This is an optimization exercise on Yosys and OpenROAD, whose aim is small area, a short achievable clock period and few clock cycles per item, not a production implementation.
At most, simulation tests tie the RTL to the original design; equivalence was not proved.
No functional check of the RTL was part of run 1.
Power and IR drop assume default switching activity.

## design.v

```verilog
`default_nettype none
package nisf_pkg;
   localparam int SAMPLE_W = 16;
   localparam int COEF_BITS_DEF      = 24;
   localparam int COEF_FRAC_BITS_DEF = 16;
   localparam int CSR_INDEX_BITS = 3;
   localparam logic [CSR_INDEX_BITS-1:0] REG_DEN_LEAD   = 3'd0;
   localparam logic [CSR_INDEX_BITS-1:0] REG_DEN_FIRST  = 3'd1;
   localparam logic [CSR_INDEX_BITS-1:0] REG_DEN_SECOND = 3'd2;
   localparam logic [CSR_INDEX_BITS-1:0] REG_NUM_NOW    = 3'd3;
   localparam logic [CSR_INDEX_BITS-1:0] REG_NUM_FIRST  = 3'd4;
   localparam logic [CSR_INDEX_BITS-1:0] REG_NUM_SECOND = 3'd5;
   localparam logic OP_FILTER = 1'b0;
   localparam logic OP_FLUSH  = 1'b1;
   localparam int TERM_BITS = 3;
   localparam logic [TERM_BITS-1:0] TERM_NUM_NOW    = 3'd0;
   localparam logic [TERM_BITS-1:0] TERM_NUM_FIRST  = 3'd1;
   localparam logic [TERM_BITS-1:0] TERM_NUM_SECOND = 3'd2;
   localparam logic [TERM_BITS-1:0] TERM_DEN_FIRST  = 3'd3;
   localparam logic [TERM_BITS-1:0] TERM_DEN_SECOND = 3'd4;
   localparam logic [TERM_BITS-1:0] TERM_LAST       = TERM_DEN_SECOND;
   typedef struct packed {
      logic                       opcode;
      logic signed [SAMPLE_W-1:0] sample_in;
   } req_type;
   typedef struct packed {
      logic signed [SAMPLE_W-1:0] sample_out;
      logic                       saturated;
      logic                       div_error;
   } rsp_type;
   typedef struct packed {
      logic                 load;       
      logic                 mul_en;     
      logic [TERM_BITS-1:0] term;
      logic                 acc_en;     
      logic                 div_init;   
      logic                 div_step;   
      logic                 commit;     
      logic                 flush;      
   } dp_cmd_type;
   typedef struct packed {
      logic div_zero;
   } dp_status_type;
endpackage
`default_nettype wire
`default_nettype none
module normalized_iir_section_filter #(
   parameter int COEF_BITS      = 24,
   parameter int COEF_FRAC_BITS = 16
) (
   input  wire logic        clock,
   input  wire logic        reset,
   input  wire logic        req_valid,
   output logic             req_stall,
   input  wire logic [16:0] req_data,    
   output logic             rsp_valid,
   input  wire logic        rsp_stall,
   output logic [17:0]      rsp_data,    
   input  wire logic        csr_we,
   input  wire logic [2:0]  csr_index,
   input  wire logic [23:0] csr_wdata
);
   localparam int W = 42;    
   localparam logic signed [63:0] KCH  = -(64'sd1 <<< 32) + (64'sd1 <<< 23) + (64'sd1 <<< 8);
   localparam logic signed [63:0] KCHL = KCH >>> 8;
   localparam logic [W-1:0] INIT4 = W'(64'sd4 * (KCH + KCHL));
   localparam logic [W-1:0] INIT5 = W'(64'sd5 * (KCH + KCHL));
   logic signed [23:0] c_a1, c_a2, c_a3, c_b1, c_b2, c_b3;
   always_ff @(posedge clock) begin
      if (reset) begin
         c_a1 <= 24'h010000;
         c_a2 <= '0;
         c_a3 <= '0;
         c_b1 <= 24'h010000;
         c_b2 <= '0;
         c_b3 <= '0;
      end else if (csr_we) begin
         case (csr_index)
            3'd0: c_a1 <= csr_wdata;
            3'd1: c_a2 <= csr_wdata;
            3'd2: c_a3 <= csr_wdata;
            3'd3: c_b1 <= csr_wdata;
            3'd4: c_b2 <= csr_wdata;
            3'd5: c_b3 <= csr_wdata;
            default: begin
            end
         endcase
      end
   end
   logic signed [26:0] nd1, nd3;
   logic               dz;
   always_ff @(posedge clock) begin
      nd1 <= c_a1[23] ? 27'(c_a1) : -(27'(c_a1));
      nd3 <= nd1 + (nd1 <<< 1);
      dz  <= (c_a1 == '0);
   end
   logic        xin_v, flush_pend;
   logic        pbusy, pdone, p_usem, p5, phl;
   logic [2:0]  pidx;
   logic [3:0]  lst;         
   logic        pend;        
   logic        mval, mz;    
   logic signed [15:0] xin, x0, x1, x2;
   logic signed [16:0] ny1, ny2;            
   assign req_stall = xin_v | flush_pend;
   wire take    = req_valid & ~req_stall;
   wire take_x  = take & ~req_data[16];
   wire take_fl = take & req_data[16];
   wire commit  = pend & ~rsp_valid;
   wire fire_l0 = pdone & (lst == 4'd0) & (~pend | ~rsp_valid);
   wire p_start = xin_v & ~pbusy & (~pdone | fire_l0);
   wire idle    = ~pbusy & ~pdone & (lst == 4'd0) & ~pend & ~xin_v;
   wire fl_do   = flush_pend & idle;
   wire inflt   = (lst != 4'd0) | pend | pdone;
   wire p_last  = pbusy & phl & (pidx == (p5 ? 3'd4 : 3'd3));
   always_ff @(posedge clock) begin
      if (reset) begin
         xin_v      <= 1'b0;
         flush_pend <= 1'b0;
         pbusy      <= 1'b0;
         pdone      <= 1'b0;
         lst        <= 4'd0;
         pend       <= 1'b0;
         mval       <= 1'b0;
         mz         <= 1'b1;
         rsp_valid  <= 1'b0;
      end else begin
         if (take_x) xin_v <= 1'b1;
         else if (p_start) xin_v <= 1'b0;
         if (take_fl) flush_pend <= 1'b1;
         else if (fl_do) flush_pend <= 1'b0;
         if (p_start) pbusy <= 1'b1;
         else if (p_last) pbusy <= 1'b0;
         if (p_last) pdone <= 1'b1;
         else if (fire_l0) pdone <= 1'b0;
         if (fire_l0) lst <= 4'd1;
         else if (lst == 4'd8) lst <= 4'd0;
         else if (lst != 4'd0) lst <= lst + 4'd1;
         if (lst == 4'd8) pend <= 1'b1;
         else if (commit) pend <= 1'b0;
         if (csr_we) mval <= 1'b0;
         else if (fire_l0) mval <= 1'b1;
         if (fl_do) mz <= 1'b1;
         else if (fire_l0) mz <= 1'b0;
         rsp_valid <= commit | (rsp_valid & rsp_stall);
      end
   end
   always_ff @(posedge clock) begin
      if (take_x) xin <= req_data[15:0];
   end
   always_ff @(posedge clock) begin
      if (reset || fl_do) begin
         x0 <= '0;
         x1 <= '0;
         x2 <= '0;
      end else if (p_start) begin
         x0 <= xin;
         x1 <= x0;
         x2 <= x1;
      end
   end
   always_ff @(posedge clock) begin
      if (p_start) begin
         pidx   <= 3'd0;
         phl    <= 1'b0;
         p_usem <= inflt | (~mz & mval);
         p5     <= ~inflt & ~mz & ~mval;
      end else if (pbusy) begin
         if (pidx == (p5 ? 3'd4 : 3'd3)) begin
            pidx <= 3'd0;
            phl  <= 1'b1;
         end else begin
            pidx <= pidx + 3'd1;
         end
      end
   end
   logic signed [23:0] op_c, nc_sel;
   logic        [8:0]  op_v;
   logic signed [16:0] nv_sel;
   logic        [2:0]  n_idx;
   logic               n_hl, n_on;
   wire         [16:0] nya = ((lst != 4'd0) | pend) ? ny1 : ny2;
   always_comb begin
      n_on  = 1'b1;
      n_idx = pidx + 3'd1;
      n_hl  = phl;
      if (p_start) begin
         n_idx = 3'd0;
         n_hl  = 1'b0;
      end else if (!pbusy || p_last) begin
         n_on = 1'b0;
      end else if (pidx == (p5 ? 3'd4 : 3'd3)) begin
         n_idx = 3'd0;
         n_hl  = 1'b1;
      end
      case (n_idx)
         3'd0: begin nc_sel = c_b1; nv_sel = p_start ? 17'(xin) : 17'(x0); end
         3'd1: begin nc_sel = c_b2; nv_sel = 17'(x1); end
         3'd2: begin nc_sel = c_b3; nv_sel = 17'(x2); end
         3'd3: begin nc_sel = c_a3; nv_sel = nya;     end
         default: begin nc_sel = c_a2; nv_sel = ny1;  end
      endcase
   end
   always_ff @(posedge clock) begin
      op_c <= nc_sel;
      op_v <= n_on ? (n_hl ? {1'b0, nv_sel[7:0]} : nv_sel[16:8]) : 9'd0;
   end
   logic [W-1:0] pp [9];
   always_comb begin
      for (int j = 0; j < 9; j++) pp[j] = '0;
      for (int j = 0; j < 8; j++) begin
         pp[j][j +: 23] = {23{op_v[j]}} & op_c[22:0];
         pp[j][j + 23]  = pbusy & ~(op_v[j] & op_c[23]);
      end
      pp[8][8 +: 23] = {23{pbusy}} & ~({23{op_v[8]}} & op_c[22:0]);
      pp[8][31]      = op_v[8] & op_c[23];
   end
   logic [W-1:0] ps, pcy, ps_fb, pc_fb;
   wire p_first = pbusy & ~phl & (pidx == 3'd0);
   wire p_shift = pbusy & phl & (pidx == 3'd0);
   always_comb begin
      if (p_first) begin
         ps_fb = p5 ? INIT5 : INIT4;
         pc_fb = '0;
      end else if (p_shift) begin
         ps_fb = ps << 8;
         pc_fb = pcy << 8;
      end else begin
         ps_fb = ps;
         pc_fb = pcy;
      end
   end
   function automatic logic [2*W-1:0] csa(input logic [W-1:0] a, input logic [W-1:0] b,
                                          input logic [W-1:0] c);
      logic [W-1:0] s, k;
      s = a ^ b ^ c;
      k = (a & b) | (a & c) | (b & c);
      csa = {s, k << 1};
   endfunction
   logic [W-1:0] l1 [8];
   logic [W-1:0] l2 [6];
   logic [W-1:0] l3 [4];
   logic [W-1:0] l4 [3];
   logic [W-1:0] ps_n, pc_n;
   always_comb begin
      {l1[0], l1[1]} = csa(ps_fb, pc_fb, pp[0]);
      {l1[2], l1[3]} = csa(pp[1], pp[2], pp[3]);
      {l1[4], l1[5]} = csa(pp[4], pp[5], pp[6]);
      l1[6] = pp[7];
      l1[7] = pp[8];
      {l2[0], l2[1]} = csa(l1[0], l1[1], l1[2]);
      {l2[2], l2[3]} = csa(l1[3], l1[4], l1[5]);
      l2[4] = l1[6];
      l2[5] = l1[7];
      {l3[0], l3[1]} = csa(l2[0], l2[1], l2[2]);
      {l3[2], l3[3]} = csa(l2[3], l2[4], l2[5]);
      {l4[0], l4[1]} = csa(l3[0], l3[1], l3[2]);
      l4[2] = l3[3];
      {ps_n, pc_n} = csa(l4[0], l4[1], l4[2]);
   end
   always_ff @(posedge clock) begin
      ps  <= ps_n;
      pcy <= pc_n;
   end
   logic [25:0]        rr;        
   logic [15:0]        lq;        
   logic               inv1;      
   logic               pre_r, frc_r, negr;
   wire [27:0]        t_op = {rr, lq[15:14]} ^ {28{inv1}};
   wire               zlo  = (lq[13:0] == 14'd0);
   wire               cin  = inv1 & zlo;
   wire signed [26:0] tu   = {1'b0, t_op[25:0]};
   wire signed [26:0] df1  = tu + nd1 + 27'(cin);
   wire signed [26:0] df2  = tu + (nd1 <<< 1) + 27'(cin);
   wire signed [26:0] df3  = tu + nd3 + 27'(cin);
   wire signed [26:0] df4  = tu + (nd1 <<< 2) + 27'(cin);
   wire [25:0]        df0  = t_op[25:0] + 26'(cin);
   wire               g1 = ~df1[26];
   wire               g2 = ~df2[26];
   wire               g3 = ~df3[26];
   wire               g4 = ~df4[26];
   wire [1:0]         dig = g3 ? 2'd3 : g2 ? 2'd2 : g1 ? 2'd1 : 2'd0;
   wire [25:0]        rnew = g3 ? df3[25:0] : g2 ? df2[25:0] : g1 ? df1[25:0] : df0;
   wire [13:0]        lo_abs = inv1 ? (14'd0 - lq[13:0]) : lq[13:0];
   function automatic logic [1:0] eff(input logic [1:0] d, input logic first,
                                      input logic zdiv, input logic frc, input logic ng);
      if (zdiv) eff = 2'd0;
      else if (frc && first) eff = ng ? 2'd2 : 2'd1;
      else if (frc) eff = ng ? 2'd0 : 2'd3;
      else eff = d;
   endfunction
   logic signed [25:0] a2x3;
   always_ff @(posedge clock) begin
      a2x3 <= 26'(c_a2) + (26'(c_a2) <<< 1);
   end
   function automatic logic [W-1:0] a2mul(input logic [1:0] e, input logic signed [23:0] a,
                                          input logic signed [25:0] a3);
      case (e)
         2'd0:    a2mul = '0;
         2'd1:    a2mul = W'(a);
         2'd2:    a2mul = W'(a) << 1;
         default: a2mul = W'(a3);
      endcase
   endfunction
   logic [W-1:0] mm;
   logic [1:0]   e0r;
   wire  [1:0]   e_d  = eff(lq[1:0], lst == 4'd2, dz, frc_r, negr);
   wire          posy = ~negr;
   wire  [W-1:0] sgnm = {W{posy}};
   wire  [W-1:0] mm_n = ((lst == 4'd2) ? {W{1'b0}} : (mm << 2))
                        + (a2mul(e_d, c_a2, a2x3) ^ sgnm) + {{(W-1){1'b0}}, posy};
   wire [W-1:0] xm  = p_usem ? (mm << 2) : '0;
   wire [W-1:0] xe  = p_usem ? (a2mul(e0r, c_a2, a2x3) ^ sgnm) : '0;
   wire         xci = p_usem & ~negr;
   logic [W-1:0] s1, c1, s2, c2;
   always_comb begin
      {s1, c1} = csa(ps, pcy, xm);
      {s2, c2} = csa(s1, c1 | {{(W-1){1'b0}}, xci}, xe);
   end
   wire [W-1:0] acc = s2 + c2;
   always_ff @(posedge clock) begin
      if (fire_l0) begin
         rr   <= acc[W-1:16];
         lq   <= acc[15:0];
         inv1 <= acc[W-1];
      end else if (lst != 4'd0) begin
         rr   <= rnew;
         lq   <= {(lst == 4'd1) ? lo_abs : lq[13:0], dig};
         inv1 <= 1'b0;
      end
      if (lst == 4'd1) begin
         pre_r <= (t_op[27:26] != 2'd0) | g4;
         frc_r <= (t_op[27:26] != 2'd0) | g4 | g2;
         negr  <= inv1 ^ c_a1[23];
      end
      if (reset || fl_do) begin
         mm <= '0;
      end else if (lst >= 4'd2) begin
         mm <= mm_n;
      end
      if (lst == 4'd8) e0r <= eff(dig, 1'b0, dz, frc_r, negr);
   end
   logic [15:0] mag, yv;
   logic [16:0] nyv;
   logic        sat;
   always_comb begin
      mag = frc_r ? (negr ? 16'h8000 : 16'h7fff) : lq;
      yv  = negr ? (16'd0 - mag) : mag;
      nyv = negr ? {1'b0, mag} : (17'd0 - {1'b0, mag});
      sat = negr ? (pre_r | (lq[15] & (lq[14:0] != 15'd0))) : frc_r;
      if (dz) begin
         yv  = '0;
         nyv = '0;
         sat = 1'b0;
      end
   end
   always_ff @(posedge clock) begin
      if (commit) rsp_data <= {yv, sat, dz};
   end
   always_ff @(posedge clock) begin
      if (reset || fl_do) begin
         ny1 <= '0;
         ny2 <= '0;
      end else if (commit) begin
         ny1 <= nyv;
         ny2 <= ny1;
      end
   end
endmodule
`default_nettype wire
```

## run.sh

```bash
#!/bin/bash
# synth_recipe.tcl (not shown) runs the flow's synth.tcl, then flattens the netlist and writes it again
# the make line also repeats each setting of config.mk as NAME=value (left out here)
make -C /OpenROAD-flow-scripts/flow DESIGN_CONFIG=/design/flow/config.mk WORK_HOME=/design/flow/orfs CLKGATE_MAP_FILE= SYNTH_SCRIPT=/design/flow/synth_recipe.tcl finish
```

## config.mk

```make
export PLATFORM = sky130hd
export DESIGN_NAME = normalized_iir_section_filter
export DESIGN_NICKNAME = normalized_iir_section_filter
export VERILOG_FILES = /design/flow/design.v
export SDC_FILE = /design/flow/constraint.sdc
export NUM_CORES = 4
export LEC_CHECK = 0
export CAP_MARGIN = 20
export CORE_MARGIN = 2
export CORE_UTILIZATION = 40
export SETUP_SLACK_MARGIN = 5
export SLEW_MARGIN = 20
```

## constraint.sdc

```tcl
create_clock -name core_clock -period 9.0 [get_ports {clock}]
set_input_delay 1.8000 -clock core_clock [delete_from_list [all_inputs] [get_ports {clock}]]
set_output_delay 1.8000 -clock core_clock [all_outputs]
set_load 0.01 [all_outputs]
```

==> summary.txt, run 1 <==
Status
  • Status: complete, no violations

Synthesis
  • Syn Area/Cell: 8.442 µm²
  • Number of synthesized flops with an enable pin: 84
  • Syn nets: 5802
  • Post-Syn Instances: 5135
  • Post-synth top flop: dfxtp_1
  • Seq cells post-synth: 559
  • Ys async rst share: 0%
  • Ys Warns: 6
  • Cell area after synthesis: 0.04335 mm²
  • Sequential-to-total area share from yosys stat: 27.75%
  • Post-synthesis cell type count: 92

Detailed routing
  • M1 WL: 64.72 mm
  • Met2 wire length: 64.76 mm
  • Drt pass-1 iters: 6
  • Vias per cell: 5.679
  • Met3 WL post-DR: 10.68 mm
  • DR top layer: met5
  • Iter 0 DRT Violations: 3611
  • Total number of vias: 38130
  • DRT antenna net count: 0
  • Wirelength per Cell: 22.00 µm
  • DRT Wirelength: 147.7 mm
  • DRC: 0

Setup path
  • Worst setup EP type: flip-flop
  • Crit path cell chain: buf_6, or4b_4, a31oi_4, buf_6, buf_6, a21oi_2, a21oi_1, nor2_1, xnor2_1, ha_2, buf_6, nand3_2, nor2_2, and2_1, o21a_1, a41o_2, o21ai_4, a21oi_4, a211oi_4, o21bai_2, a21bo_2, a2111oi_4
  • CP max FO: 7
  • Crit path buf inv count: 4
  • Startpoint type of the worst setup path: flip-flop
  • CP Class: flip-flop to flip-flop
  • Crit-path max cell delay: 0.51 ns
  • Crit-path leading delay family: compound AO/OA/AOI/OAI gates
  • CP Data Required Time: 9.53 ns
  • WP data arrival: 5.32 ns
  • Top cell by count, worst path: buf_6
  • Critical Path Slowest Stage Cell: or4b_4

Power and ir drop
  • Worst vdd ir: 0.2006 mV
  • Net Switching: 6.132 mW
  • Clock network power share: 19.5%
  • Pint: 7.531 mW
  • Comb pwr share: 55.1%
  • Leakage: 21.18 nW
  • Net Sw Frac: 44.88%
  • Pwr Total: 13.66 mW
  • Power density over the cells: 264.5 mW/mm²
  • Seq pwr share: 25.5%

Clock tree
  • Clock sinks: 559
  • CTS tree: yes
  • CTS clk-pin slew, worst paths: 0.07 ns
  • CTS root buffer: clkbuf_16
  • Clk buf depth: 3
  • H-Tree Depth: 2
  • Number of buffers created by CTS: 59
  • Worst skew pair latency: 0.68 ns

STA
  • Final number of hold-violating endpoints: 0
  • Crit path time final: 4.796 ns
  • Final setup TNS: 0 ns
  • Worst clock skew: 0.06381 ns
  • Final setup viols: 0
  • Worst Tran Pin Value: 1.080 ns
  • Slew margin rel.: 27.92%
  • F_max: 0.2085 GHz
  • Pins Over Slew Limit: 0
  • Ratio of final minimum period to clock period: 53.28%
  • RSZ-0062 raised after global routing: true

Placement
  • Port buffer count: 68
  • Global placement routability congestion: 0.9230
  • DP HPWL: 103.7 mm

Die
  • Io pins: 69
  • Die Width: 333.2 µm
  • Die Span Y: 333.2 µm
  • Area of the core: 0.1074 mm²
  • Starting density of the core: 40.38%
  • DIE AREA: 0.1110 mm²
  • Standard-cell rows: 120

Flow run
  • Max_cap viols: 0

Cells and area
  • Most frequent cells in the layout: 874 x nand2_1, 492 x a21oi_1, 456 x dfxtp_1
  • Final core occ: 48.12%
  • P&R area growth vs syn: 19.16%
  • FILL cells: 10130
  • Most common cell after layout, fill and taps aside: nand2_1
  • Share of cells above drive strength 1: 14.28%
  • Final nets: 5927

Global routing
  • Initial antenna violation count: 8
  • Vias in the first global route: 36830
  • First-pass GRT wire length: 223.9 mm
  • Largest net degree at the start of global routing: 85
  • Total GRT Usage: 25.84%
  • Grt total ovfl: 0

Hold path
  • Min-delay worst type: flip-flop to flip-flop
[flip-flops by register name, summed over array words and instances (netlist names), 26 cells and up]
signal / count
a2x3: 26
nd3: 27
rr: 26
ps: 42
pcy: 37
nd1: 27
mm: 40
[Yosys cell counts, types with 21 or more instances]
cell	count	area share [%]
a21o_1	102	1.8
nand2b_1	44	0.63
nand3_1	77	0.89
fa_1	294	14
ha_1	324	9.4
a211oi_1	37	0.64
edfxtp_1	84	5.8
a31oi_1	65	0.94
o22ai_1	23	0.33
nor2b_1	72	1.0
clkbuf_1	233	2.0
xor2_1	129	2.6
and2_1	161	2.3
mux2i_1	39	0.90
o21a_1	30	0.52
or3_1	21	0.30
dfxtp_1	475	22
mux2_2	27	0.70
a222oi_1	24	0.55
o21ai_0	148	1.7
a21oi_1	554	6.4
xnor2_1	203	4.1
o21bai_1	30	0.52
nor2_1	311	2.7
and3_1	45	0.65
buf_1	23	0.20
a22oi_1	50	0.87
nor3_1	60	0.69
nand4_1	21	0.30
nand2_1	880	7.6
inv_1	294	2.5
[through the flow]
step	setup WS (ns)	hold WS (ns)	instances	cell area (µm²)
after detailed placement	2.734	0.4319	6390	45480
final	4.204	0.4185	6713	51660
after CTS	4.230	0.4213	6643	50170
after floorplan	4.421	0.3769	5135	43720
after global routing	4.048	0.4326	6712	51660
after global placement	2.747	0.4259	6390	45480
[power groups by stage]
| stage | Clock [mW] | Sequential, mW | Combinational, mW |
|---|---|---|---|
| floorplan | 0 | 3.17 | 4.76 |
| global placement | 0 | 3.51 | 6.43 |
| detailed placement | 0 | 3.51 | 6.46 |
| CTS | 2.69 | 3.46 | 7.07 |
| global route | 2.79 | 3.51 | 8.23 |
| finish | 2.66 | 3.48 | 7.52 |
[what timing repair did]
action                                  4_1_cts  5_1_grt
hold endpoints to repair                      0        0
pin swaps                                   171      141
hold buffers                                  0        0
gates cloned                                 22        7
endpoints found under the setup margin      176      135
resized for setup                           261      213
buffers inserted                            121       62
[path summary, 6_finish.rpt]
path            from  endpoint  slack [ns]  depth (start not counted)
min reg2reg  c_a1[0]    nd1[0]        0.42                          0
min          c_a1[0]    nd1[0]        0.42                          0
max reg2reg     negr    mm[39]        4.20                         22
max             negr    mm[39]        4.20                         22
[layout make-up]
class | instances | area [µm²] | area share (%)
diodes | 1 | 2.502 | 0.004844
clock buffers | 83 | 1773 | 3.432
clock inverters | 27 | 321.6 | 0.6225
inverters | 299 | 1147 | 2.221
multi-input cells | 4014 | 31060 | 60.13
flip-flops and latches | 559 | 12070 | 23.37
well taps | 1403 | 1755 | 3.398
repair buffers | 327 | 3525 | 6.823
[cells by family after synthesis]
| kind of cell | after synthesis | share of synthesized area [%] |
|---|---|---|
| and+or+nand+nor | 1761 | 18.38 |
| AOI/OAI and AO/OA | 1228 | 17.59 |
| adders and majority gates | 618 | 22.93 |
| buffers and inverters | 570 | 4.999 |
| DFF | 559 | 27.75 |
| xor gates and xnor gates | 333 | 6.745 |
| muxes | 66 | 1.602 |
[routing by layer]
metal	vias up	GRT usage (%)
li1	17840	-
met1	18540	35.88
met3	316	3.896
met2	1431	39.67
met5	-	0
met4	6	11.56
==> run 2, diff against run 1 <==
--- a/design.v
+++ b/design.v
@@ -175,44 +175,26 @@
       end
    end
-   logic signed [23:0] op_c, nc_sel;
-   logic        [8:0]  op_v;
-   logic signed [16:0] nv_sel;
-   logic        [2:0]  n_idx;
-   logic               n_hl, n_on;
-   wire         [16:0] nya = ((lst != 4'd0) | pend) ? ny1 : ny2;
+   logic signed [23:0] pc_sel;
+   logic signed [16:0] pv_sel;
+   wire  [16:0]        nya = ((lst != 4'd0) | pend) ? ny1 : ny2;
    always_comb begin
-      n_on  = 1'b1;
-      n_idx = pidx + 3'd1;
-      n_hl  = phl;
-      if (p_start) begin
-         n_idx = 3'd0;
-         n_hl  = 1'b0;
-      end else if (!pbusy || p_last) begin
-         n_on = 1'b0;
-      end else if (pidx == (p5 ? 3'd4 : 3'd3)) begin
-         n_idx = 3'd0;
-         n_hl  = 1'b1;
-      end
-      case (n_idx)
-         3'd0: begin nc_sel = c_b1; nv_sel = p_start ? 17'(xin) : 17'(x0); end
-         3'd1: begin nc_sel = c_b2; nv_sel = 17'(x1); end
-         3'd2: begin nc_sel = c_b3; nv_sel = 17'(x2); end
-         3'd3: begin nc_sel = c_a3; nv_sel = nya;     end
-         default: begin nc_sel = c_a2; nv_sel = ny1;  end
+      case (pidx)
+         3'd0: begin pc_sel = c_b1; pv_sel = 17'(x0); end
+         3'd1: begin pc_sel = c_b2; pv_sel = 17'(x1); end
+         3'd2: begin pc_sel = c_b3; pv_sel = 17'(x2); end
+         3'd3: begin pc_sel = c_a3; pv_sel = nya;     end
+         default: begin pc_sel = c_a2; pv_sel = ny1;  end
       endcase
    end
-   always_ff @(posedge clock) begin
-      op_c <= nc_sel;
-      op_v <= n_on ? (n_hl ? {1'b0, nv_sel[7:0]} : nv_sel[16:8]) : 9'd0;
-   end
+   wire [8:0] v9 = pbusy ? (phl ? {1'b0, pv_sel[7:0]} : pv_sel[16:8]) : 9'd0;
    logic [W-1:0] pp [9];
    always_comb begin
       for (int j = 0; j < 9; j++) pp[j] = '0;
       for (int j = 0; j < 8; j++) begin
-         pp[j][j +: 23] = {23{op_v[j]}} & op_c[22:0];
-         pp[j][j + 23]  = pbusy & ~(op_v[j] & op_c[23]);
+         pp[j][j +: 23] = {23{v9[j]}} & pc_sel[22:0];
+         pp[j][j + 23]  = pbusy & ~(v9[j] & pc_sel[23]);
       end
-      pp[8][8 +: 23] = {23{pbusy}} & ~({23{op_v[8]}} & op_c[22:0]);
-      pp[8][31]      = op_v[8] & op_c[23];
+      pp[8][8 +: 23] = {23{pbusy}} & ~({23{v9[8]}} & pc_sel[22:0]);
+      pp[8][31]      = v9[8] & pc_sel[23];
    end
    logic [W-1:0] ps, pcy, ps_fb, pc_fb;
@@ -267,4 +249,5 @@
    logic               inv1;      
    logic               pre_r, frc_r, negr;
+   logic signed [40:0] mm;        
    wire [27:0]        t_op = {rr, lq[15:14]} ^ {28{inv1}};
    wire               zlo  = (lq[13:0] == 14'd0);
@@ -290,33 +273,15 @@
       else eff = d;
    endfunction
-   logic signed [25:0] a2x3;
-   always_ff @(posedge clock) begin
-      a2x3 <= 26'(c_a2) + (26'(c_a2) <<< 1);
-   end
-   function automatic logic [W-1:0] a2mul(input logic [1:0] e, input logic signed [23:0] a,
-                                          input logic signed [25:0] a3);
-      case (e)
-         2'd0:    a2mul = '0;
-         2'd1:    a2mul = W'(a);
-         2'd2:    a2mul = W'(a) << 1;
-         default: a2mul = W'(a3);
-      endcase
-   endfunction
-   logic [W-1:0] mm;
-   logic [1:0]   e0r;
-   wire  [1:0]   e_d  = eff(lq[1:0], lst == 4'd2, dz, frc_r, negr);
-   wire          posy = ~negr;
-   wire  [W-1:0] sgnm = {W{posy}};
-   wire  [W-1:0] mm_n = ((lst == 4'd2) ? {W{1'b0}} : (mm << 2))
-                        + (a2mul(e_d, c_a2, a2x3) ^ sgnm) + {{(W-1){1'b0}}, posy};
-   wire [W-1:0] xm  = p_usem ? (mm << 2) : '0;
-   wire [W-1:0] xe  = p_usem ? (a2mul(e0r, c_a2, a2x3) ^ sgnm) : '0;
-   wire         xci = p_usem & ~negr;
-   logic [W-1:0] s1, c1, s2, c2;
-   always_comb begin
-      {s1, c1} = csa(ps, pcy, xm);
-      {s2, c2} = csa(s1, c1 | {{(W-1){1'b0}}, xci}, xe);
-   end
-   wire [W-1:0] acc = s2 + c2;
+   wire [1:0] e_d  = eff(lq[1:0], lst == 4'd2, dz, frc_r, negr);
+   wire [1:0] e_l0 = eff(lq[1:0], 1'b0, dz, frc_r, negr);
+   wire signed [40:0] a2x  = 41'(c_a2);
+   wire signed [40:0] mm_n = ((lst == 4'd2) ? 41'sd0 : (mm <<< 2))
+                             + (e_d[1] ? (a2x <<< 1) : 41'sd0) + (e_d[0] ? a2x : 41'sd0);
+   wire          sb  = p_usem & ~negr;
+   wire [W-1:0]  xm  = p_usem ? {mm, 1'b0} << 1 : '0;
+   wire [W-1:0]  xt1 = (p_usem & e_l0[1]) ? W'(a2x <<< 1) : '0;
+   wire [W-1:0]  xt0 = (p_usem & e_l0[0]) ? W'(a2x) : '0;
+   wire [W-1:0]  acc = ps + pcy + (xm ^ {W{sb}}) + (xt1 ^ {W{sb}}) + (xt0 ^ {W{sb}})
+                       + {{(W-2){1'b0}}, sb, sb};
    always_ff @(posedge clock) begin
       if (fire_l0) begin
@@ -339,5 +304,4 @@
          mm <= mm_n;
       end
-      if (lst == 4'd8) e0r <= eff(dig, 1'b0, dz, frc_r, negr);
    end
    logic [15:0] mag, yv;
--- a/config.mk
+++ b/config.mk
@@ -9,4 +9,3 @@
 export CORE_MARGIN = 2
 export CORE_UTILIZATION = 40
-export SETUP_SLACK_MARGIN = 5
 export SLEW_MARGIN = 20
==> run 2 against run 1 <==
Final cell count shrank 1.3%; routed wire length shrank 7.3%; sequential power shrank about 10%; critical endpoint is now rr[25]; global-route usage down 1.0 points; maximum frequency decreased by 37%; still clean on timing, DRC and antenna; highest routed layer unchanged.
==> summary.txt, run 2 <==
Status
  • Status: complete, no violations

Synthesis
  • Synth area leaders: dfxtp_1 19%, fa_1 17%, ha_1 8.7%
  • Area leader, netlist: dfxtp_1
  • Yosys top cell area share: 19.32% (-2.6 points)
  • Ys Warns: 6 (unchanged)
  • Sequential-to-total area share from yosys stat: 25.03% (-2.7 points)
  • Post-synth top flop: dfxtp_1
  • Number of synthesized flops with an enable pin: 82 (-2.4%)
  • Seq cells post-synth: 498 (-11%)
  • Post-synthesis cell type count: 89 (-3.3%)
  • Ys async rst share: 0% (unchanged)
  • Cell area after synthesis: 0.04310 mm² (-0.58%)
  • Post-Syn Instances: 5214 (+1.5%)
  • Top-count cell post-synth: nand2_1
  • Commonest cells in the netlist: 810 x nand2_1, 548 x inv_1, 480 x a21oi_1
  • Syn nets: 5935 (+2.3%)
  • Syn Area/Cell: 8.266 µm² (-2.1%)

Detailed routing
  • Wirelength per Cell: 20.65 µm (-6.1%)
  • DRT antenna net count: 0 (unchanged)
  • Iter 0 DRT Violations: 2954 (-18%)
  • Drt pass-1 iters: 6 (unchanged)
  • DRC: 0 (unchanged)
  • Vias per cell: 5.498 (-3.2%)
  • Total number of vias: 36430 (-4.5%)
  • DRT Wirelength: 136.8 mm (-7.3%)

Global routing
  • Largest net degree at the start of global routing: 100 (+18%)
  • Vias in the first global route: 35880 (-2.6%)
  • Total GRT Usage: 24.83% (-1.0 points)
  • Initial antenna violation count: 2 (-6)
  • Grt total ovfl: 0 (unchanged)
  • First-pass GRT wire length: 215.2 mm (-3.9%)

Clock tree
  • CTS root buffer: clkbuf_16
  • Clk buf depth: 3 (unchanged)
  • Setup bufs post-CTS: 0 (-100%)
  • H-Tree Depth: 2 (unchanged)
  • CTS tree: yes
  • Clock sinks: 498 (-11%)
  • PostCTS Resize Cnt: 0 (-100%)
  • Worst skew pair latency: 0.70 ns (+0.02 ns)
  • Number of buffers created by CTS: 58 (-1.7%)
  • Hold-fix buffers, CTS: 0 (unchanged)
  • CTS clk-pin slew, worst paths: 0.06 ns (about the same)

Setup path
  • RR Startpoint: negr
  • Startpoint type of the worst setup path: flip-flop
  • CP max FO: 67 (+60)
  • Worst setup EP type: flip-flop
  • WP data arrival: 8.04 ns (+2.72 ns)
  • Critical Path Start: negr
  • CP Data Required Time: 9.41 ns (-0.12 ns)
  • CP Class: flip-flop to flip-flop

Placement
  • Port buffer count: 68 (unchanged)
  • Global placement routability congestion: 0.9296 (+0.72%)
  • DP Worst Slack: 1.394 ns (-1.340 ns)
  • DP HPWL: 106.2 mm (+2.4%)

Die
  • Area of the core: 0.1069 mm² (-0.42%)
  • Io pins: 69 (unchanged)
  • DIE AREA: 0.1104 mm² (-0.57%)
  • Starting density of the core: 40.32% (-0.064 points)
  • Die Width: 332.3 µm (-0.29%)
  • Die Span Y: 332.3 µm (-0.29%)
  • Standard-cell rows: 120 (unchanged)

STA
  • Setup WS post-layout: 1.373 ns (-2.832 ns)
  • Final setup TNS: 0 ns (unchanged)
  • RSZ-0062 raised after global routing: false
  • Final number of hold-violating endpoints: 0 (unchanged)
  • Crit path time final: 7.627 ns (+2.832 ns)
  • Ratio of final minimum period to clock period: 84.75% (+31 points)
  • F_max: 0.1311 GHz (-37%)
  • Worst clock skew: 0.03163 ns (-0.03217 ns)
  • Pins Over Slew Limit: 0 (unchanged)
  • Final setup viols: 0 (unchanged)
  • Worst Tran Pin Value: 1.112 ns (+0.03232 ns)
  • Slew margin rel.: 23.74% (-4.2 points)

Cells and area
  • Most common cell after layout, fill and taps aside: nand2_1
  • Most frequent cells in the layout: 807 x nand2_1, 548 x inv_1, 480 x a21oi_1
  • Share of cells above drive strength 1: 4.635% (-9.6 points)
  • Top Registers: ps x42, mm x40, pcy x37
  • Final nets: 5895 (-0.54%)
  • Max reg flops: 42 (unchanged)
  • P&R area growth vs syn: 9.975%
  • Largest Register: ps
  • FILL cells: 10670 (+5.3%)

Power and ir drop
  • Power density over the cells: 358.2 mW/mm² (+35%)
  • Comb pwr share: 66.4% (+11 points)
  • Net Switching: 8.590 mW (+40%)
  • Clock network power share: 15.2% (-4.3 points)
  • Net Sw Frac: 50.59% (+5.7 points)
  • Worst vdd ir: 0.2393 mV (+19%)
  • Seq pwr share: 18.4% (-7.1 points)
  • Leakage: 19.74 nW (-6.8%)
  • Pint: 8.391 mW (+11%)

Flow run
  • Max_cap viols: 0 (unchanged)

Hold path
  • Worst Hold Launch: c_a3[21]
  • Min-delay worst type: flip-flop to flip-flop
[run 2: cell types whose count changed after synthesis, sizes merged, moves of 25 or more]
cell and change:
nor2 +84, o21ai +81, and2 -113, nand2 -70, ha -25, inv +254
a21oi -79, dfxtp -59, nor2b -41, fa +79, a31oi -36, nand3 +26
and3 -26
[run 2: path summary, 6_finish.rpt]
path	end	slack, ns	cells past startpoint
min reg2reg	c_a3[21]	0.45	2
min	c_a3[21]	0.45	2
max reg2reg	rr[25]	1.37	24
max	rr[25]	1.37	24
[run 2: cells by family (layout without fill, tap and decap cells)]
logic type | after synthesis | in the layout | share of synthesized area, %
compound gates | 1239 | 1239 | 17.85
xor+xnor | 348 | 348 | 7.072
fa+ha+maj | 672 | 672 | 26.00
buf+inv | 806 | 813 | 7.037
flops | 498 | 498 | 25.03
mux | 26 | 26 | 0.6154
other cells | 0 | 1 | 0
simple gates | 1625 | 1625 | 16.39
[run 2: layout make-up]
type / instances / area, µm² / area share [%]
diodes: 1 / 2.502 / 0.005279
clock buffers: 81 / 1714 / 3.616
clock inverters: 26 / 361.6 / 0.7629
inverters: 552 / 2072 / 4.371
multi-input cells: 3910 / 29370 / 61.97
flip-flops and latches: 498 / 10790 / 22.76
well taps: 1403 / 1755 / 3.703
repair buffers: 154 / 1331 / 2.809
[run 2: layer usage]
layer	vias to the layer above	routed length, µm	track usage, %	share of wire (%)
li1	17390	-	-	-
met1	17640	62330	35.00	46
met2	1162	60310	38.84	44
met3	231	9115	3.620	6.7
met4	2	5051	8.482	3.7
met5	-	13	0	0.0095
[run 2: power groups by stage]
stage	Combinational (mW)	Sequential (mW)	Clock, mW
finish	11.3	3.13	2.58
global route	12.5	3.16	2.71
CTS	11.2	3.12	2.62
detailed placement	11.1	3.17	0
global placement	11.1	3.17	0
floorplan	7.89	2.97	0
[run 2: critical path, stage by stage (launching register included)]
cell,delay (ns)
edfxtp_1,0.34
buf_4,0.61
nand2b_1,0.19
buf_4,0.39
inv_1,0.23
xnor2_1,0.50
buf_4,0.27
inv_1,0.34
fa_1,0.64
inv_1,0.05
fa_1,0.47
inv_1,0.05
fa_1,0.47
inv_1,0.04
ha_1,0.32
a21o_1,0.17
a21o_1,0.17
a21oi_1,0.21
a21boi_0,0.29
a311oi_1,0.13
a221oi_2,0.46
o21ai_1,0.18
a221oi_1,0.37
mux2i_1,0.16
a221o_1,0.28
[run 2: stage by stage]
step	hold WS (ns)	power [mW]	instance area (µm²)	utilization, %	std cells
floorplan	0.3647	10.85	43100	-	5214
global placement	0.4387	14.22	45300	42.37	6516
detailed placement	0.4458	14.26	45300	42.38	6516
CTS	0.4544	16.92	47380	44.32	6623
global route	0.4709	18.38	47400	44.34	6624
finish	0.4523	16.98	47400	44.34	6625
Testbench counts of run 2, summed over its fixed seeds: cycles 28,928, items 3,072.
==> run 3, diff against run 2 <==
--- a/design.v
+++ b/design.v
@@ -62,8 +62,8 @@
 );
    localparam int W = 42;    
-   localparam logic signed [63:0] KCH  = -(64'sd1 <<< 32) + (64'sd1 <<< 23) + (64'sd1 <<< 8);
-   localparam logic signed [63:0] KCHL = KCH >>> 8;
-   localparam logic [W-1:0] INIT4 = W'(64'sd4 * (KCH + KCHL));
-   localparam logic [W-1:0] INIT5 = W'(64'sd5 * (KCH + KCHL));
+   localparam logic signed [63:0] KHI = -(64'sd341 <<< 25);
+   localparam logic signed [63:0] KLO = -(64'sd85 <<< 17);
+   localparam logic [W-1:0] INIT4 = W'(64'sd4 * (KHI + KLO));
+   localparam logic [W-1:0] INIT5 = W'(64'sd5 * (KHI + KLO));
    logic signed [23:0] c_a1, c_a2, c_a3, c_b1, c_b2, c_b3;
    always_ff @(posedge clock) begin
@@ -175,26 +175,72 @@
       end
    end
-   logic signed [23:0] pc_sel;
-   logic signed [16:0] pv_sel;
-   wire  [16:0]        nya = ((lst != 4'd0) | pend) ? ny1 : ny2;
-   always_comb begin
-      case (pidx)
-         3'd0: begin pc_sel = c_b1; pv_sel = 17'(x0); end
-         3'd1: begin pc_sel = c_b2; pv_sel = 17'(x1); end
-         3'd2: begin pc_sel = c_b3; pv_sel = 17'(x2); end
-         3'd3: begin pc_sel = c_a3; pv_sel = nya;     end
-         default: begin pc_sel = c_a2; pv_sel = ny1;  end
+   logic signed [23:0] op_c, nc_sel;
+   logic signed [16:0] nv_sel;
+   logic        [2:0]  n_idx;
+   logic               n_hl, n_on;
+   wire         [16:0] nya = ((lst != 4'd0) | pend) ? ny1 : ny2;
+   always_comb begin
+      n_on  = 1'b1;
+      n_idx = pidx + 3'd1;
+      n_hl  = phl;
+      if (p_start) begin
+         n_idx = 3'd0;
+         n_hl  = 1'b0;
+      end else if (!pbusy || p_last) begin
+         n_on = 1'b0;
+      end else if (pidx == (p5 ? 3'd4 : 3'd3)) begin
+         n_idx = 3'd0;
+         n_hl  = 1'b1;
+      end
+      case (n_idx)
+         3'd0: begin nc_sel = c_b1; nv_sel = p_start ? 17'(xin) : 17'(x0); end
+         3'd1: begin nc_sel = c_b2; nv_sel = 17'(x1); end
+         3'd2: begin nc_sel = c_b3; nv_sel = 17'(x2); end
+         3'd3: begin nc_sel = c_a3; nv_sel = nya;     end
+         default: begin nc_sel = c_a2; nv_sel = ny1;  end
       endcase
    end
-   wire [8:0] v9 = pbusy ? (phl ? {1'b0, pv_sel[7:0]} : pv_sel[16:8]) : 9'd0;
-   logic [W-1:0] pp [9];
+   logic [4:0] op_one, op_two, op_neg, n_one, n_two, n_neg;
+   logic       op_on, op_on4, op_x16, n_x16;
+   logic [18:0] bx;
+   int          kb;
+   always_comb begin
+      bx = {nv_sel[16], nv_sel, 1'b0};
+      n_one = '0;
+      n_two = '0;
+      n_neg = '0;
+      n_x16 = 1'b0;
+      for (int j = 0; j < 5; j++) begin
+         kb = n_hl ? 2*j : 2*j + 8;
+         if (n_on && (!n_hl || j < 4)) begin
+            n_one[j] = bx[kb+1] ^ bx[kb];
+            n_two[j] = (bx[kb+2] & ~bx[kb+1] & ~bx[kb])
+                     | (~bx[kb+2] & bx[kb+1] & bx[kb]);
+            n_neg[j] = bx[kb+2] & ~(bx[kb+1] & bx[kb]);
+         end
+      end
+      n_x16 = n_on & n_hl & bx[18] & ~(bx[17] & bx[16]);
+   end
+   always_ff @(posedge clock) begin
+      op_c   <= nc_sel;
+      op_one <= n_one;
+      op_two <= n_two;
+      op_neg <= n_neg;
+      op_on  <= n_on;
+      op_on4 <= n_on & ~n_hl;
+      op_x16 <= n_x16;
+   end
+   logic [W-1:0] pp [5];
+   logic [25:0]  bm;
    always_comb begin
-      for (int j = 0; j < 9; j++) pp[j] = '0;
-      for (int j = 0; j < 8; j++) begin
-         pp[j][j +: 23] = {23{v9[j]}} & pc_sel[22:0];
-         pp[j][j + 23]  = pbusy & ~(v9[j] & pc_sel[23]);
+      for (int j = 0; j < 5; j++) pp[j] = '0;
+      for (int j = 0; j < 5; j++) begin
+         bm = ({26{op_one[j]}} & {op_c[23], op_c[23], op_c}) | ({26{op_two[j]}} & {op_c[23], op_c, 1'b0});
+         bm = bm ^ {26{op_neg[j]}};
+         pp[j][2*j +: 25] = bm[24:0];
+         pp[j][2*j + 25]  = ((j < 4) ? op_on : op_on4) & ~bm[25];
       end
-      pp[8][8 +: 23] = {23{pbusy}} & ~({23{v9[8]}} & pc_sel[22:0]);
-      pp[8][31]      = v9[8] & pc_sel[23];
+      for (int j = 0; j < 4; j++) pp[j+1][2*j] = op_neg[j];
+      pp[4][16] = pp[4][16] | op_x16;
    end
    logic [W-1:0] ps, pcy, ps_fb, pc_fb;
@@ -220,24 +266,12 @@
       csa = {s, k << 1};
    endfunction
-   logic [W-1:0] l1 [8];
-   logic [W-1:0] l2 [6];
-   logic [W-1:0] l3 [4];
-   logic [W-1:0] l4 [3];
+   logic [W-1:0] ta, tb, td, te, tf, tg, th, ti;
    logic [W-1:0] ps_n, pc_n;
    always_comb begin
-      {l1[0], l1[1]} = csa(ps_fb, pc_fb, pp[0]);
-      {l1[2], l1[3]} = csa(pp[1], pp[2], pp[3]);
-      {l1[4], l1[5]} = csa(pp[4], pp[5], pp[6]);
-      l1[6] = pp[7];
-      l1[7] = pp[8];
-      {l2[0], l2[1]} = csa(l1[0], l1[1], l1[2]);
-      {l2[2], l2[3]} = csa(l1[3], l1[4], l1[5]);
-      l2[4] = l1[6];
-      l2[5] = l1[7];
-      {l3[0], l3[1]} = csa(l2[0], l2[1], l2[2]);
-      {l3[2], l3[3]} = csa(l2[3], l2[4], l2[5]);
-      {l4[0], l4[1]} = csa(l3[0], l3[1], l3[2]);
-      l4[2] = l3[3];
-      {ps_n, pc_n} = csa(l4[0], l4[1], l4[2]);
+      {ta, tb} = csa(ps_fb, pc_fb, pp[0]);
+      {td, te} = csa(pp[1], pp[2], pp[3]);
+      {tf, tg} = csa(ta, tb, td);
+      {th, ti} = csa(tf, tg, te);
+      {ps_n, pc_n} = csa(th, ti, pp[4]);
    end
    always_ff @(posedge clock) begin
@@ -249,5 +283,4 @@
    logic               inv1;      
    logic               pre_r, frc_r, negr;
-   logic signed [40:0] mm;        
    wire [27:0]        t_op = {rr, lq[15:14]} ^ {28{inv1}};
    wire               zlo  = (lq[13:0] == 14'd0);
@@ -266,22 +299,35 @@
    wire [25:0]        rnew = g3 ? df3[25:0] : g2 ? df2[25:0] : g1 ? df1[25:0] : df0;
    wire [13:0]        lo_abs = inv1 ? (14'd0 - lq[13:0]) : lq[13:0];
-   function automatic logic [1:0] eff(input logic [1:0] d, input logic first,
-                                      input logic zdiv, input logic frc, input logic ng);
-      if (zdiv) eff = 2'd0;
-      else if (frc && first) eff = ng ? 2'd2 : 2'd1;
-      else if (frc) eff = ng ? 2'd0 : 2'd3;
-      else eff = d;
+   logic signed [25:0] a2x3;
+   always_ff @(posedge clock) begin
+      a2x3 <= 26'(c_a2) + (26'(c_a2) <<< 1);
+   end
+   function automatic logic [W-1:0] a2mul(input logic [1:0] e, input logic signed [23:0] a,
+                                          input logic signed [25:0] a3);
+      case (e)
+         2'd0:    a2mul = '0;
+         2'd1:    a2mul = W'(a);
+         2'd2:    a2mul = W'(a) << 1;
+         default: a2mul = W'(a3);
+      endcase
    endfunction
-   wire [1:0] e_d  = eff(lq[1:0], lst == 4'd2, dz, frc_r, negr);
-   wire [1:0] e_l0 = eff(lq[1:0], 1'b0, dz, frc_r, negr);
-   wire signed [40:0] a2x  = 41'(c_a2);
-   wire signed [40:0] mm_n = ((lst == 4'd2) ? 41'sd0 : (mm <<< 2))
-                             + (e_d[1] ? (a2x <<< 1) : 41'sd0) + (e_d[0] ? a2x : 41'sd0);
-   wire          sb  = p_usem & ~negr;
-   wire [W-1:0]  xm  = p_usem ? {mm, 1'b0} << 1 : '0;
-   wire [W-1:0]  xt1 = (p_usem & e_l0[1]) ? W'(a2x <<< 1) : '0;
-   wire [W-1:0]  xt0 = (p_usem & e_l0[0]) ? W'(a2x) : '0;
-   wire [W-1:0]  acc = ps + pcy + (xm ^ {W{sb}}) + (xt1 ^ {W{sb}}) + (xt0 ^ {W{sb}})
-                       + {{(W-2){1'b0}}, sb, sb};
+   logic [W-1:0] mm;
+   logic [1:0]   e_q, fc_r;
+   logic         fo_r;
+   wire          pre_n = (t_op[27:26] != 2'd0) | g4;
+   wire          neg_n = inv1 ^ c_a1[23];
+   wire          posy = ~negr;
+   wire  [W-1:0] sgnm = {W{posy}};
+   wire  [W-1:0] mm_n = ((lst == 4'd2) ? {W{1'b0}} : (mm << 2))
+                        + (a2mul(e_q, c_a2, a2x3) ^ sgnm) + {{(W-1){1'b0}}, posy};
+   wire [W-1:0] xm  = p_usem ? (mm << 2) : '0;
+   wire [W-1:0] xe  = p_usem ? (a2mul(e_q, c_a2, a2x3) ^ sgnm) : '0;
+   wire         xci = p_usem & ~negr;
+   logic [W-1:0] s1, c1, s2, c2;
+   always_comb begin
+      {s1, c1} = csa(ps, pcy, xm);
+      {s2, c2} = csa(s1, c1 | {{(W-1){1'b0}}, xci}, xe);
+   end
+   wire [W-1:0] acc = s2 + c2;
    always_ff @(posedge clock) begin
       if (fire_l0) begin
@@ -295,7 +341,7 @@
       end
       if (lst == 4'd1) begin
-         pre_r <= (t_op[27:26] != 2'd0) | g4;
-         frc_r <= (t_op[27:26] != 2'd0) | g4 | g2;
-         negr  <= inv1 ^ c_a1[23];
+         pre_r <= pre_n;
+         frc_r <= pre_n | g2;
+         negr  <= neg_n;
       end
       if (reset || fl_do) begin
@@ -304,4 +350,11 @@
          mm <= mm_n;
       end
+      if (lst == 4'd1) begin
+         e_q  <= dz ? 2'd0 : (pre_n | g2) ? (neg_n ? 2'd2 : 2'd1) : dig;
+         fo_r <= dz | pre_n | g2;
+         fc_r <= (dz | neg_n) ? 2'd0 : 2'd3;
+      end else if (lst != 4'd0) begin
+         e_q  <= fo_r ? fc_r : dig;
+      end
    end
    logic [15:0] mag, yv;
--- a/config.mk
+++ b/config.mk
@@ -8,4 +8,5 @@
 export CAP_MARGIN = 20
 export CORE_MARGIN = 2
-export CORE_UTILIZATION = 40
+export CORE_UTILIZATION = 60
+export SETUP_SLACK_MARGIN = 5
 export SLEW_MARGIN = 20
==> run 3 against run 2 <==
Worst hold slack got worse by 0.0022 ns; non-clock buffer count increased by 112; final cell count decreased by 8.9%; clock skew decreased by 0.0062 ns; cell area increased by 3.0%; highest routed layer unchanged; clock power increased by 14%.
==> summary.txt, run 3 <==
Global routing
  • Vias in the first global route: 35240 (-1.8%)
  • Grt total ovfl: 0 (unchanged)
  • GR met2 Demand/Resource: 57.16% (+18 points)
  • Initial antenna violation count: 2 (unchanged)
  • Met1 usage: 52.22% (+17 points)
  • Total GRT Usage: 36.96% (+12 points)
  • Layer with the highest usage: met2
  • GR Layer Usage met3: 6.483% (+2.9 points)
  • Largest net degree at the start of global routing: 110 (+10%)
  • First-pass GRT wire length: 210.4 mm (-2.2%)

STA
  • Slew margin rel.: 20.78% (-3.0 points)
  • Worst Tran Pin Value: 1.187 ns (+0.07457 ns)
  • Worst clock skew: 0.02544 ns (-0.006198 ns)
  • Pins Over Slew Limit: 0 (unchanged)
  • Crit path time final: 5.072 ns (-2.556 ns)
  • Final number of hold-violating endpoints: 0 (unchanged)
  • RSZ-0062 raised after global routing: true
  • Setup WS post-layout: 3.928 ns (+2.556 ns)
  • F_max: 0.1972 GHz (+50%)
  • Final setup TNS: 0 ns (unchanged)
  • Ratio of final minimum period to clock period: 56.35% (-28 points)
  • Final setup viols: 0 (unchanged)

Synthesis
  • Post-Syn Instances: 4989 (-4.3%)
  • Yosys top cell area share: 23.04% (+3.7 points)
  • Area leader, netlist: dfxtp_1
  • Number of synthesized flops with an enable pin: 86 (+4.9%)
  • Cell area after synthesis: 0.04223 mm² (-2.0%)
  • Ys async rst share: 0% (unchanged)
  • Sequential-to-total area share from yosys stat: 29.16% (+4.1 points)
  • Syn nets: 5554 (-6.4%)
  • Synth area leaders: dfxtp_1 23%, fa_1 10%, ha_1 8.9%
  • Seq cells post-synth: 572 (+15%)
  • Top-count cell post-synth: nand2_1
  • Syn Area/Cell: 8.464 µm² (+2.4%)
  • Commonest cells in the netlist: 777 x nand2_1, 541 x a21oi_1, 486 x dfxtp_1
  • Ys Warns: 2 (-4)
  • Post-synth top flop: dfxtp_1
  • Post-synthesis cell type count: 94 (+5.6%)

Detailed routing
  • Wirelength per Cell: 23.11 µm (+12%)
  • Vias per cell: 6.239 (+13%)
  • DRT antenna net count: 0 (unchanged)
  • Iter 0 DRT Violations: 4009 (+36%)
  • Drt pass-1 iters: 8 (+2)
  • Total number of vias: 37660 (+3.4%)
  • DRC: 0 (unchanged)
  • DRT Wirelength: 139.5 mm (+1.9%)

Power and ir drop
  • Power density over the cells: 388.1 mW/mm² (+8.3%)
  • Leakage: 19.66 nW (-0.42%)
  • Worst vdd ir: 0.3343 mV (+40%)

Clock tree
  • Worst skew pair latency: 0.65 ns (-0.05 ns)
  • CTS root buffer: clkbuf_16
  • H-Tree Depth: 3 (+1)
  • Clk buf depth: 3 (unchanged)
  • CTS clk-pin slew, worst paths: 0.06 ns (about the same)
  • Hold-fix buffers, CTS: 0 (unchanged)
  • Number of buffers created by CTS: 69 (+19%)
  • Clock sinks: 572 (+15%)
  • CTS tree: yes

Setup path
  • FF-to-FF setup slack: 3.93 ns (+2.56 ns)
  • WP data arrival: 5.44 ns (-2.60 ns)
  • Worst setup EP type: flip-flop
  • Startpoint type of the worst setup path: flip-flop
  • CP Class: flip-flop to flip-flop
  • CP max FO: 7 (-90%)
  • CP Data Required Time: 9.37 ns (-0.04 ns)

Cells and area
  • Top Registers: ps x42, mm x40, pcy x39
  • Final Instance Area: 0.04880 mm² (+3.0%)
  • Share of cells above drive strength 1: 11.42% (+6.8 points)
  • Most frequent cells in the layout: 770 x nand2_1, 509 x a21oi_1, 483 x dfxtp_1
  • Final core occ: 69.81% (+25 points)
  • Largest Register: ps
  • Ant diodes: 0 (-1)
  • Final nets: 5605 (-4.9%)
  • P&R area growth vs syn: 15.57%
  • FILL cells: 5675 (-47%)
  • Most common cell after layout, fill and taps aside: nand2_1
  • Max reg flops: 42 (unchanged)

Die
  • Starting density of the core: 60.40% (+20 points)
  • Die Span Y: 269.3 µm (-19%)
  • Standard-cell rows: 97 (-19%)
  • DIE AREA: 0.07251 mm² (-34%)
  • Die Width: 269.3 µm (-19%)
  • Area of the core: 0.06991 mm² (-35%)
  • Io pins: 69 (unchanged)

Placement
  • Area after DPL: 0.04369 mm² (-3.6%)
  • DP Worst Slack: 3.111 ns (+1.718 ns)
  • DP HPWL: 99.96 mm (-5.9%)
  • Global placement routability congestion: 0.9625 (+3.5%)
  • Port buffer count: 68 (unchanged)

Hold path
  • Min-delay worst type: flip-flop to flip-flop

Flow run
  • Max_cap viols: 0 (unchanged)

Status
  • Status: complete, no violations
==> run 3: cell types whose count changed after synthesis, sizes merged, moves of 32 or more <==
cell,before,now
xor2,149,200
fa,373,214
inv,549,240
xnor2,199,237
dfxtp,416,486
a21oi,480,542
a22oi,69,155
nand2,810,777
nor2,395,269
a31oi,30,62
nand3,103,63
nor2b,31,72
and2,50,83
==> run 3: power breakdown <==
part	switching (mW)	total [mW]	leakage (nW)	internal, mW
logic	7.02	12.1	13.8	5.11
registers	0.683	3.87	4.74	3.19
clock network	1.23	2.95	1.17	1.72
==> run 3: kinds of logic after synthesis <==
kind of cell    after synthesis  share of synthesized area [%]
compound gates             1374                          20.44
flops                       572                          29.16
xor+xnor                    437                          9.082
buf+inv                     532                          4.862
simple gates               1498                          15.89
other cells                   1                       0.008881
mux                          59                          1.473
fa+ha+maj                   516                          19.09
==> run 3: through the flow <==
stage          std cells  hold slack, ns  total power [mW]
3_3_place_gp        5761          0.4406             13.64
6_report            6036          0.4501             18.94
5_1_grt             6036          0.4686             20.09
4_1_cts             5958          0.4522             17.72
3_5_place_dp        5762          0.4419             13.76
2_1_floorplan       4989          0.3769             11.13
==> run 3: what timing repair did <==
action,CTS,global route
buffers inserted,61,70
gates resized for setup,134,133
pin swaps,56,121
gates cloned,8,8
endpoints found under the setup margin,118,160
==> run 3: path summary, 6_finish.rpt <==
path | start | end | cells after the start
setup / recovery | e_q[0] | rr[25] | 22
hold / removal | x0[14] | x1[14] | 2
setup reg to reg | e_q[0] | rr[25] | 22
hold reg to reg | x0[14] | x1[14] | 2
==> run 3: layer usage <==
| metal | vias to the layer above | wire, µm |
|---|---|---|
| met5 | - | 27 |
| met4 | 4 | 5536 |
| met3 | 320 | 12160 |
| met2 | 1677 | 62090 |
| met1 | 18210 | 59670 |
| li1 | 17440 | - |
==> run 3: worst max-delay path, stage by stage (launching register included) <==
cell      delay [ns]
edfxtp_1        0.48
buf_12          0.19
nor2b_4         0.14
buf_6           0.14
buf_6           0.11
a22oi_2         0.24
xnor2_2         0.16
and2_4          0.17
ha_4            0.20
ha_4            0.16
fa_2            0.34
a21o_1          0.22
a221oi_4        0.28
o21ai_2         0.11
a21boi_2        0.19
o22ai_2         0.13
a31o_4          0.29
a211o_1         0.35
a31oi_2         0.22
o21ai_2         0.08
xnor2_1         0.15
nor2_1          0.08
or3_1           0.34
==> run 3: layout make-up <==
type	instances	area (µm²)	area share, %
Clock buffer	98	2029	4.159
Clock inverter	29	381.6	0.7820
Inverter	242	908.4	1.861
Multi-Input combinational cell	3889	29330	60.10
Sequential cell	572	12320	25.24
Tap cell	940	1176	2.410
Timing Repair Buffer	266	2661	5.453
Testbench counts of run 3, summed over its fixed seeds: cycles 28,928, items 3,072.
==> run 4, diff against run 3 <==
--- a/config.mk
+++ b/config.mk
@@ -8,5 +8,5 @@
 export CAP_MARGIN = 20
 export CORE_MARGIN = 2
-export CORE_UTILIZATION = 60
+export CORE_UTILIZATION = 40
 export SETUP_SLACK_MARGIN = 5
 export SLEW_MARGIN = 20
==> run 4 against run 3 <==
Synthesized area unchanged; final cell count increased by 7.1%; maximum frequency increased by 0.80%.
==> summary.txt, run 4 <==
Power and ir drop
  • Power density over the cells: 376.9 mW/mm² (-2.9%)
  • Pint: 9.823 mW (-1.9%)
  • Worst vdd ir: 0.2592 mV (-22%)
  • Comb pwr share: 63.5% (-0.5 points)
  • Net Switching: 8.745 mW (-2.1%)
  • Seq pwr share: 20.4% (about the same)
  • Clock network power share: 16.1% (+0.5 points)
  • Net Sw Frac: 47.10% (about the same)
  • Pwr Total: 18.57 mW (-2.0%)
  • Leakage: 19.57 nW (-0.47%)

Setup path
  • CP max FO: 21 (+14)
  • Critical Path Slowest Stage Cell: edfxtp_1
  • Worst setup EP type: flip-flop
  • CP Data Required Time: 9.41 ns (+0.04 ns)
  • Startpoint type of the worst setup path: flip-flop
  • WP data arrival: 5.44 ns (about the same)
  • Crit path cell chain: nor4_4, nor2b_4, nor2b_4, nand2_2, nor2_4, and3_4, fa_2, inv_2, fa_2, nand2b_4, a21oi_4, o41a_1, a221o_1, nand4_4, a211oi_4, buf_4, or4b_4, o311ai_4, buf_12, or2_4, mux2i_1, a211oi_1, a21o_1
  • CP Class: flip-flop to flip-flop
  • Crit-path max cell delay: 0.43 ns (-0.05 ns)

Clock tree
  • Number of buffers created by CTS: 72 (+4.3%)
  • Worst skew pair latency: 0.67 ns (+0.02 ns)
  • CTS clk-pin slew, worst paths: 0.06 ns (about the same)
  • Clock sinks: 572 (unchanged)
  • Clk buf depth: 3 (unchanged)
  • CTS root buffer: clkbuf_16
  • H-Tree Depth: 3 (unchanged)
  • CTS tree: yes

Placement
  • DP HPWL: 98.19 mm (-1.8%)
  • Area after DPL: 0.04422 mm² (+1.2%)
  • Port buffer count: 68 (unchanged)
  • Global placement routability congestion: 0.9185 (-4.6%)
  • DP Worst Slack: 3.089 ns (-0.02256 ns)

Flow run
  • Max_cap viols: 0 (unchanged)

Die
  • Standard-cell rows: 119 (+23%)
  • Die Span Y: 328.9 µm (+22%)
  • Die Width: 328.9 µm (+22%)
  • DIE AREA: 0.1082 mm² (+49%)
  • Area of the core: 0.1050 mm² (+50%)
  • Io pins: 69 (unchanged)
  • Starting density of the core: 40.23% (-20 points)

Synthesis
  • Top-count cell post-synth: nand2_1
  • Synth area leaders: dfxtp_1 23%, fa_1 10%, ha_1 8.9%
  • Ys async rst share: 0% (unchanged)
  • Sequential-to-total area share from yosys stat: 29.16% (unchanged)
  • Syn Area/Cell: 8.464 µm² (unchanged)
  • Area leader, netlist: dfxtp_1
  • Post-Syn Instances: 4989 (unchanged)
  • Post-synth top flop: dfxtp_1
  • Post-synthesis cell type count: 94 (unchanged)
  • Cell area after synthesis: 0.04223 mm² (unchanged)
  • Ys Warns: 2 (unchanged)
  • Commonest cells in the netlist: 777 x nand2_1, 541 x a21oi_1, 486 x dfxtp_1
  • Syn nets: 5554 (unchanged)
  • Yosys top cell area share: 23.04% (unchanged)
  • Number of synthesized flops with an enable pin: 86 (unchanged)
  • Seq cells post-synth: 572 (unchanged)

Global routing
  • Largest net degree at the start of global routing: 110 (unchanged)
  • Total GRT Usage: 24.29% (-13 points)
  • Vias in the first global route: 34550 (-2.0%)
  • Initial antenna violation count: 1 (-1)
  • First-pass GRT wire length: 205.5 mm (-2.4%)
  • Grt total ovfl: 0 (unchanged)

Cells and area
  • Final Instance Area: 0.04926 mm² (+0.94%)
  • Share of cells above drive strength 1: 10.94% (-0.48 points)
  • Most common cell after layout, fill and taps aside: nand2_1
  • P&R area growth vs syn: 16.66%
  • Top Registers: ps x42, mm x40, pcy x39
  • Most frequent cells in the layout: 768 x nand2_1, 524 x a21oi_1, 484 x dfxtp_1
  • Largest Register: ps
  • Max reg flops: 42 (unchanged)
  • Final nets: 5579 (-0.46%)

STA
  • Final number of hold-violating endpoints: 0 (unchanged)
  • Pins Over Slew Limit: 0 (unchanged)
  • RSZ-0062 raised after global routing: true
  • Final setup viols: 0 (unchanged)
  • Worst clock skew: 0.04648 ns (+0.02104 ns)
  • Setup WS post-layout: 3.968 ns (+0.04013 ns)
  • Worst Tran Pin Value: 1.102 ns (-0.08482 ns)
  • Hold_ws: 0.4526 ns (+0.002469 ns)
  • F_max: 0.1987 GHz (+0.80%)
  • Slew margin rel.: 26.45% (+5.7 points)
  • Ratio of final minimum period to clock period: 55.91% (-0.45 points)
  • Final setup TNS: 0 ns (unchanged)
  • Crit path time final: 5.032 ns (-0.04013 ns)

Detailed routing
  • DRT Wirelength: 134.4 mm (-3.7%)
  • Drt pass-1 iters: 6 (-2)
  • Vias per cell: 5.629 (-9.8%)
  • Total number of vias: 36400 (-3.3%)
  • DRT antenna net count: 0 (unchanged)
  • Wirelength per Cell: 20.78 µm (-10%)
  • Iter 0 DRT Violations: 3330 (-17%)
  • DRC: 0 (unchanged)

Status
  • Status: complete, no violations

Hold path
  • Min-delay worst type: flip-flop to flip-flop
-- run 4: cell count changes in the layout (fill, tap and decap cells not counted), sizes merged, moves of 2 or more --
| cell | before | now |
|---|---|---|
| diode | 0 | 3 |
| bufinv | 4 | 6 |
| clkinv | 20 | 30 |
| clkbuf | 103 | 91 |
| inv | 243 | 246 |
| buf | 194 | 167 |
-- run 4: metrics by stage --
step	cells	utilization [%]
3_3_place_gp	6209	42.12
2_1_floorplan	4989	-
4_1_cts	6430	46.21
6_report	6466	46.93
3_5_place_dp	6210	42.13
5_1_grt	6463	46.92
-- run 4: path summary, 6_finish.rpt --
kind / from / to / slack (ns) / cells after the start
max: lq[4] / rr[0] / 3.97 / 23
min: x0[7] / x1[7] / 0.45 / 2
max reg2reg: lq[4] / rr[0] / 3.97 / 23
min reg2reg: x0[7] / x1[7] / 0.45 / 2
-- run 4: cell type report --
type                            instances  area (µm²)
Timing Repair Buffer                  238        2455
Clock inverter                         44       483.0
Sequential cell                       572       12310
Antenna cell                            3       7.507
Fill cell                           10000       55710
Multi-Input combinational cell       3888       29380
Clock buffer                           88        1952
Tap cell                             1391        1740
Inverter                              242       924.6
-- run 4: metal layers --
| metal | vias up | global-route usage (%) | wire [µm] |
|---|---|---|---|
| met5 | - | 0 | 0 |
| met4 | 0 | 6.373 | 3329 |
| met3 | 196 | 3.311 | 8718 |
| met2 | 1189 | 37.85 | 59990 |
| met1 | 17620 | 35.21 | 62320 |
| li1 | 17400 | - | - |
-- run 4: power groups by stage --
stage	registers, mW	clock network (mW)	logic (mW)
2_1_floorplan	3.45	0	7.68
3_3_place_gp	3.81	0	9.85
3_5_place_dp	3.81	0	9.93
4_1_cts	3.76	3.04	11.2
5_1_grt	3.82	3.15	12.9
6_report	3.78	2.99	11.8
-- run 4: worst max-delay path, delay by kind of cell, from the launching register on --
kind,cells,cell delay [ns]
AND/OR/NAND/NOR,10,1.79
AO/OA/AOI/OAI,7,1.37
adder cells (fa/ha/maj),2,0.55
buffers and inverters,3,0.43
flip-flops,1,0.43
multiplexers,1,0.16
-- run 4: logic make-up (layout without fill, tap and decap cells) --
family,count (synthesis),count (layout),share of synthesized area [%]
multiplexers,59,59,1.473
XOR/XNOR,437,439,9.082
flip-flops,572,572,29.16
AND/OR/NAND/NOR,1498,1499,15.89
buffers and inverters,532,612,4.862
other,1,4,0.008881
AO/OA/AOI/OAI,1374,1374,20.44
adder cells (fa/ha/maj),516,516,19.09
-- run 4: repair_timing --
item                                    CTS  global route
pin swaps                                96            50
gates cloned                              9             3
hold buffers                              0             0
endpoints found under the setup margin  146           104
gates resized for setup                 188            89
setup buffers                            79            28

re-timing with driven ports:
The flow's constraints put no driver on any port. The routed layouts listed below were extracted and timed again, unchanged, in two steps.
Step 1: set_driving_cell puts a clkbuf_16 on clock and a buf_2 on each other input, an assumption about the parent block.
Step 2 adds t to the input delays and takes it off the output delays; t is the mean of the earliest and latest rising clock arrival at the registers after step 1. Input paths then give back, and output paths get back, about the clock's delay inside the block.
Three values: ideal, step 1, step 2; two values: the first two.
| run | shift t [ns] | setup slack, ns | worst setup path at the end | worst register clock-pin slew, ns | pins driven straight from the clock port |
|---|---|---|---|---|---|
| run 1 | 0.731 | 4.204 / 4.204 / 4.204 | register to register | 0.07 / 0.07 | 1 |
| run 2 | 0.747 | 1.373 / 1.373 / 1.373 | register to register | 0.08 / 0.08 | 1 |
| run 3 | 0.705 | 3.928 / 3.928 / 3.928 | register to register | 0.07 / 0.07 | 1 |
| run 4 | 0.724 | 3.968 / 3.968 / 3.968 | register to register | 0.07 / 0.07 | 1 |
After both steps every run listed still meets setup and hold.
